Source: an optimization exercise on an open RTL-to-GDS flow (aim: small area, a short achievable clock period and few clock cycles per item). Production flows keep margins and buffers that such runs may drop. Where RTL was checked, it was by simulation tests only, not by an equivalence proof against the original. Power figures rest on the tool's default switching activity, not on a simulated workload.

==> 09-20 <==
==> flow/design.v (excerpt) <==
module mdc_top (
    input  wire logic           clk,
    input  wire logic           rst_n,
    input  wire logic           in_valid,
    input  wire mdc_pkg::code_t in_data,
    output logic                in_credit,
    output logic                out_valid,
    output mdc_pkg::det_t       out_data,
    input  wire logic           out_credit
);
clock: 9.0 ns
lec_check: 0
cap_margin: 20
core_margin: 2
core_utilization: 40
slew_margin: 20
standard.sh (not shown) runs the stock make flow with config.mk's settings and CLKGATE_MAP_FILE= SYNTH_SCRIPT=/design/flow/synth_recipe.tcl, a recipe that flattens the netlist after the stock synthesis.
==> flow/flow/run.sh <==
#!/bin/bash
set -euo pipefail
export BUFFER_PORTS_ARGS="-buffer_cell sky130_fd_sc_hd__buf_2"
bash standard.sh > standard_make.log 2>&1
==> 05-07: changes against 09-20 <==
==> flow/flow/run.sh (replaced) <==
#!/bin/bash
set -euo pipefail
export BUFFER_PORTS_ARGS="-buffer_cell sky130_fd_sc_hd__buf_2"
export SETUP_SLACK_MARGIN=5.8
bash standard.sh > standard_make.log 2>&1
CORE_UTILIZATION = 65   (was 40)
CTS_BUF_LIST = sky130_fd_sc_hd__clkbuf_8   (was default)
CTS_CLUSTER_DIAMETER = 60   (was default)
CTS_CLUSTER_SIZE = 14   (was default)
==> 02-16: changes against 09-20 <==
==> flow/flow/run.sh (replaced) <==
#!/bin/bash
set -euo pipefail
export BUFFER_PORTS_ARGS="-buffer_cell sky130_fd_sc_hd__buf_2"
export CTS_ARGS="-sink_clustering_enable -repair_clock_nets -dont_use_dummy_load -buf_list sky130_fd_sc_hd__clkbuf_8"
bash standard.sh > standard_make.log 2>&1
==> summary of the runs <==
Power, highest first: 09-20, 02-16, 05-07.
First-iteration DRC count, lowest first: 09-20, 02-16, 05-07.
In 02-16 the global-route usage is lower than in 05-07, by 8.2 points.
Against 09-20, the final cell count of 02-16 is smaller by 0.58%.
02-16 passed the timing, design-rule and antenna checks. 05-07 completed without violations. 09-20 completed with no timing, DRC or antenna violations.
Wire length: 05-07 < 09-20 < 02-16.
Of 09-20 and 02-16, 02-16 has the higher sequential share of layout area (gap 0.89 points).
==> figures <==
item	02-16	05-07	09-20
Final-layout fill cell count	3327	1549	3295
Share of total power in sequential cells	33.1%	33.4%	31.5%
Final non-clock buffer share	1.96%	2.98%	1.92%
Critical path capture point	eng_i.cs29$_DFF_P_	eng_i.cs25$_DFF_P_	eng_i.cs29$_DFF_P_
Sw Pwr	0.00247 W	0.00249 W	0.00254 W
End of the worst register-to-register path	eng_i.cs29$_DFF_P_	eng_i.cs25$_DFF_P_	eng_i.cs29$_DFF_P_
Clock network power share	13.3%	11.9%	17.5%
Design area	15700 um2	15600 um2	16000 um2
Maximum level of the CTS H-tree	2	1	1
Run status	finished clean	finished clean	finished clean
Critical Path Slowest Stage Cell	sky130_fd_sc_hd__dfxtp_1	sky130_fd_sc_hd__edfxtp_1	sky130_fd_sc_hd__dfxtp_1
TritonCTS Buffers	44	24	29
Switching part of the total	40.0%	40.5%	39.2%
Iteration-0 DRC Markers	376	494	303
Testbench counts of 09-20, summed over its fixed seeds: cycles 4,120, results 2,304.
Testbench counts of 05-07, summed over its fixed seeds: cycles 4,120, results 2,304.
Testbench counts of 02-16, summed over its fixed seeds: cycles 4,120, results 2,304.

---

==> indigo <==
Another version of the RTL of mdc_top (not shown whole).
==> flow/config.mk <==
export PLATFORM = sky130hd
export DESIGN_NAME = mdc_top
export DESIGN_NICKNAME = mdc_top
export VERILOG_FILES = /design/flow/design.v
export SDC_FILE = /design/flow/constraint.sdc
export NUM_CORES = 4
export LEC_CHECK = 0
export CAP_MARGIN = 20
export CORE_MARGIN = 2
export CORE_UTILIZATION = 40
export CTS_BUF_LIST = sky130_fd_sc_hd__clkbuf_8
export SLEW_MARGIN = 80
==> flow/constraint.sdc <==
create_clock -name core_clock -period 9.0 [get_ports {clk}]
set_input_delay 1.8000 -clock core_clock [delete_from_list [all_inputs] [get_ports {clk}]]
set_output_delay 1.8000 -clock core_clock [all_outputs]
set_load 0.01 [all_outputs]
==> flow/flow/run.sh <==
#!/bin/bash
set -euo pipefail
export BUFFER_PORTS_ARGS="-buffer_cell sky130_fd_sc_hd__buf_2"
bash standard.sh > standard_make.log 2>&1
==> cedar (differences from indigo) <==
Settings changed: SLEW_MARGIN 80 to 60.
==> raven (differences from indigo) <==
Settings changed: SLEW_MARGIN 80 to 20.
==> results.txt <==
raven finished with timing, DRC and antenna clean. indigo finished with timing, DRC and antenna clean. cedar ran to the end with no violations.
Of cedar and indigo, indigo has the higher clock power (gap about 5%, measured against indigo).
Utilization: raven < cedar < indigo.
Between raven and indigo, the lower clock-buffer cell count is in raven (gap 1).
Fmax: raven < indigo < cedar.
In raven the global-route usage is lower than in indigo, by 0.19 points.
Between raven and cedar, the lower sequential share of layout area is in cedar (gap 0.18 points).
Final cell count, highest first: indigo, cedar, raven.
The highest power belongs to indigo, the lowest to cedar.
Of indigo and raven, indigo has the higher critical path depth (gap 1).
No run of this note included a check of the RTL's function; only the layout flow was run.

---

==> run a <==
RTL: one of the versions met above, not the one the previous note started from.
// mdc_top
module mdc_top (
    input  wire logic           clk,
    input  wire logic           rst_n,
    input  wire logic           in_valid,
    input  wire mdc_pkg::code_t in_data,
    output logic                in_credit,
    output logic                out_valid,
    output mdc_pkg::det_t       out_data,
    input  wire logic           out_credit
);
    function automatic logic yields(input logic [3:0] p);
        yields = (p[3:2] != 2'd0) && (p[1:0] != 2'd0);
    endfunction
    logic           iv_r;      
    logic           oc_r;      
    mdc_pkg::elem_t elem;
    mdc_pkg::elem_t win [3];   
    logic [3:0]     rpos;      
    logic           pv;        
    element_decoder dec_i (
        .code (in_data),
        .elem (elem)
    );
    always_ff @(posedge clk) begin
        if (in_valid) begin
            win[0] <= elem;
            for (int i = 1; i < 3; i++) win[i] <= win[i-1];
        end
    end
    always_ff @(posedge clk or negedge rst_n) begin
        if (!rst_n) begin
            iv_r <= 1'b0;
            oc_r <= 1'b0;
            rpos <= '0;
            pv   <= 1'b0;
        end else begin
            iv_r <= in_valid;
            oc_r <= out_credit;
            if (in_valid) rpos <= rpos + 4'd1;
            pv <= in_valid && yields(rpos);
        end
    end
    mdc_pkg::det_t det;
    logic          dv;   
    minor_engine eng_i (
        .clk   (clk),
        .rst_n (rst_n),
        .shift (in_valid),
        .w0    (win[0]),
  ...
export LEC_CHECK = 0
export CAP_MARGIN = 20
export CORE_MARGIN = 2
export CORE_UTILIZATION = 65
export CTS_BUF_LIST = sky130_fd_sc_hd__clkbuf_16
export CTS_CLUSTER_DIAMETER = 110
export CTS_CLUSTER_SIZE = 30
export SLEW_MARGIN = 20
create_clock -name core_clock -period 9.0 [get_ports {clk}]
==> flow/flow/run.sh <==
#!/bin/bash
set -euo pipefail
export BUFFER_PORTS_ARGS="-buffer_cell sky130_fd_sc_hd__buf_2"
export SETUP_SLACK_MARGIN=5.9
bash standard.sh > standard_make.log 2>&1
==> run b: changes against run a <==
==> flow/flow/run.sh (replaced) <==
#!/bin/bash
set -euo pipefail
export BUFFER_PORTS_ARGS="-buffer_cell sky130_fd_sc_hd__buf_2"
export SETUP_SLACK_MARGIN=5.8
bash standard.sh > standard_make.log 2>&1
CORE_UTILIZATION = 40   (was 65)
CTS_CLUSTER_DIAMETER = 90   (was 110)
CTS_CLUSTER_SIZE = 24   (was 30)
==> run c: changes against run a <==
==> flow/flow/run.sh (replaced) <==
#!/bin/bash
set -euo pipefail
export BUFFER_PORTS_ARGS="-buffer_cell sky130_fd_sc_hd__buf_2"
export SETUP_SLACK_MARGIN=6.1
bash standard.sh > standard_make.log 2>&1
CORE_UTILIZATION = 40   (was 65)
CTS_BUF_LIST = not set   (was sky130_fd_sc_hd__clkbuf_16)
CTS_CLUSTER_DIAMETER = not set   (was 110)
CTS_CLUSTER_SIZE = not set   (was 30)
==> run d: changes against run a <==
==> flow/flow/run.sh (replaced) <==
#!/bin/bash
set -euo pipefail
export BUFFER_PORTS_ARGS="-buffer_cell sky130_fd_sc_hd__buf_2"
export SETUP_SLACK_MARGIN=5.8
bash standard.sh > standard_make.log 2>&1
ABC_AREA = 1   (was not set)
CTS_CLUSTER_DIAMETER = 90   (was 110)
CTS_CLUSTER_SIZE = 24   (was 30)
==> summary of the runs <==
Against run b, the die area of run a is lower by about 40%. Between run b and run c, the lower clock power is in run b (gap 38%, measured against run c). Hold slack: run c < run a < run d < run b. Flip-flop and latch count is the same in run b and run c. Clock skew, highest first: run a, run c, run b, run d. The lowest routed wire length belongs to run b, the highest to run d. Of run c and run a, run c has the higher total power (gap about 11%, measured against run a).
==> figures <==
	run a	run d	run b	run c
Number of buffers added for setup after CTS	12	24	0	42
Share of power burned in combinational logic	0.563	0.533	0.551	0.533
Overall fraction of global-route tracks in use	0.2331	0.2598	0.1415	0.1549
Register cell area after layout	6330 µm²	6317 µm²	6325 µm²	6336 µm²
Power dissipated in sequential cells	0.00205 W	0.00194 W	0.00204 W	0.00205 W
Number of CTS-inserted buffers	12	14	15	28
Yosys cell types	55	38	55	55
Result of the run	no timing/DRC/antenna violations	no timing/DRC/antenna violations	no timing/DRC/antenna violations	no timing/DRC/antenna violations
Arrival time of the worst setup path	3.44 ns	3.74 ns	3.50 ns	3.57 ns
Horizontal die dimension	153.0 µm	155.4 µm	193.9 µm	193.9 µm
Fin Hold WS	0.3464 ns	0.3466 ns	0.3484 ns	0.3397 ns
Net count after synthesis	1426	1678	1426	1426
Crit path launch	win[0][10]$_DFFE_PP_	win[0][9]$_DFFE_PP_	win[0][9]$_DFFE_PP_	win[0][10]$_DFFE_PP_
Part of the Yosys area used for sequential elements	0.4376	0.4240	0.4376	0.4376
Number of buffer and inverter stages on the critical path	3	4	3	3
Testbench counts of run a, summed over its fixed seeds: cycles 4,120, results 2,304.
Testbench counts of run b, summed over its fixed seeds: cycles 4,120, results 2,304.
Testbench counts of run c, summed over its fixed seeds: cycles 4,120, results 2,304.
Testbench counts of run d, summed over its fixed seeds: cycles 4,120, results 2,304.

==> re-timing with driven ports <==
How much do the figures lean on ideal ports? The routed layouts below were timed once more, with nothing changed but the port constraints.
Step 1 sets driving cells, clkbuf_16 on the clock port and buf_2 on the other inputs (assumed; they add their load-dependent delay and slew).
Step 2 also shifts input and output timing later by t, the mid clock arrival at the registers, as if the neighbouring blocks saw the same clock.
Slacks: ideal ports / drivers / drivers and shift; pairs: ideal ports / drivers.
run | t (ns) | slack for setup (ns) | slew at the worst register clock pin (ns)
09-20 | 0.583 | 5.769 / 5.769 / 5.406 | 0.06 / 0.06
05-07 | 0.574 | 5.875 / 5.875 / 5.459 | 0.09 / 0.09
02-16 | 0.574 | 5.728 / 5.728 / 5.410 | 0.06 / 0.06
indigo | 0.595 | 5.523 / 5.523 / 5.405 | 0.07 / 0.07
cedar | 0.585 | 5.539 / 5.539 / 5.308 | 0.06 / 0.06
raven | 0.594 | 5.320 / 5.320 / 5.320 | 0.07 / 0.07
run a | 0.529 | 5.933 / 5.933 / 5.494 | 0.12 / 0.12
run b | 0.536 | 5.868 / 5.868 / 5.406 | 0.10 / 0.10
run c | 0.581 | 5.900 / 5.900 / 5.436 | 0.06 / 0.06
run d | 0.540 | 5.698 / 5.698 / 5.643 | 0.09 / 0.09
After both steps setup and hold are still met in every run listed. The setup slack of run c, which loses most, moves by 0.000 ns with the drivers and by -0.464 ns with both steps.
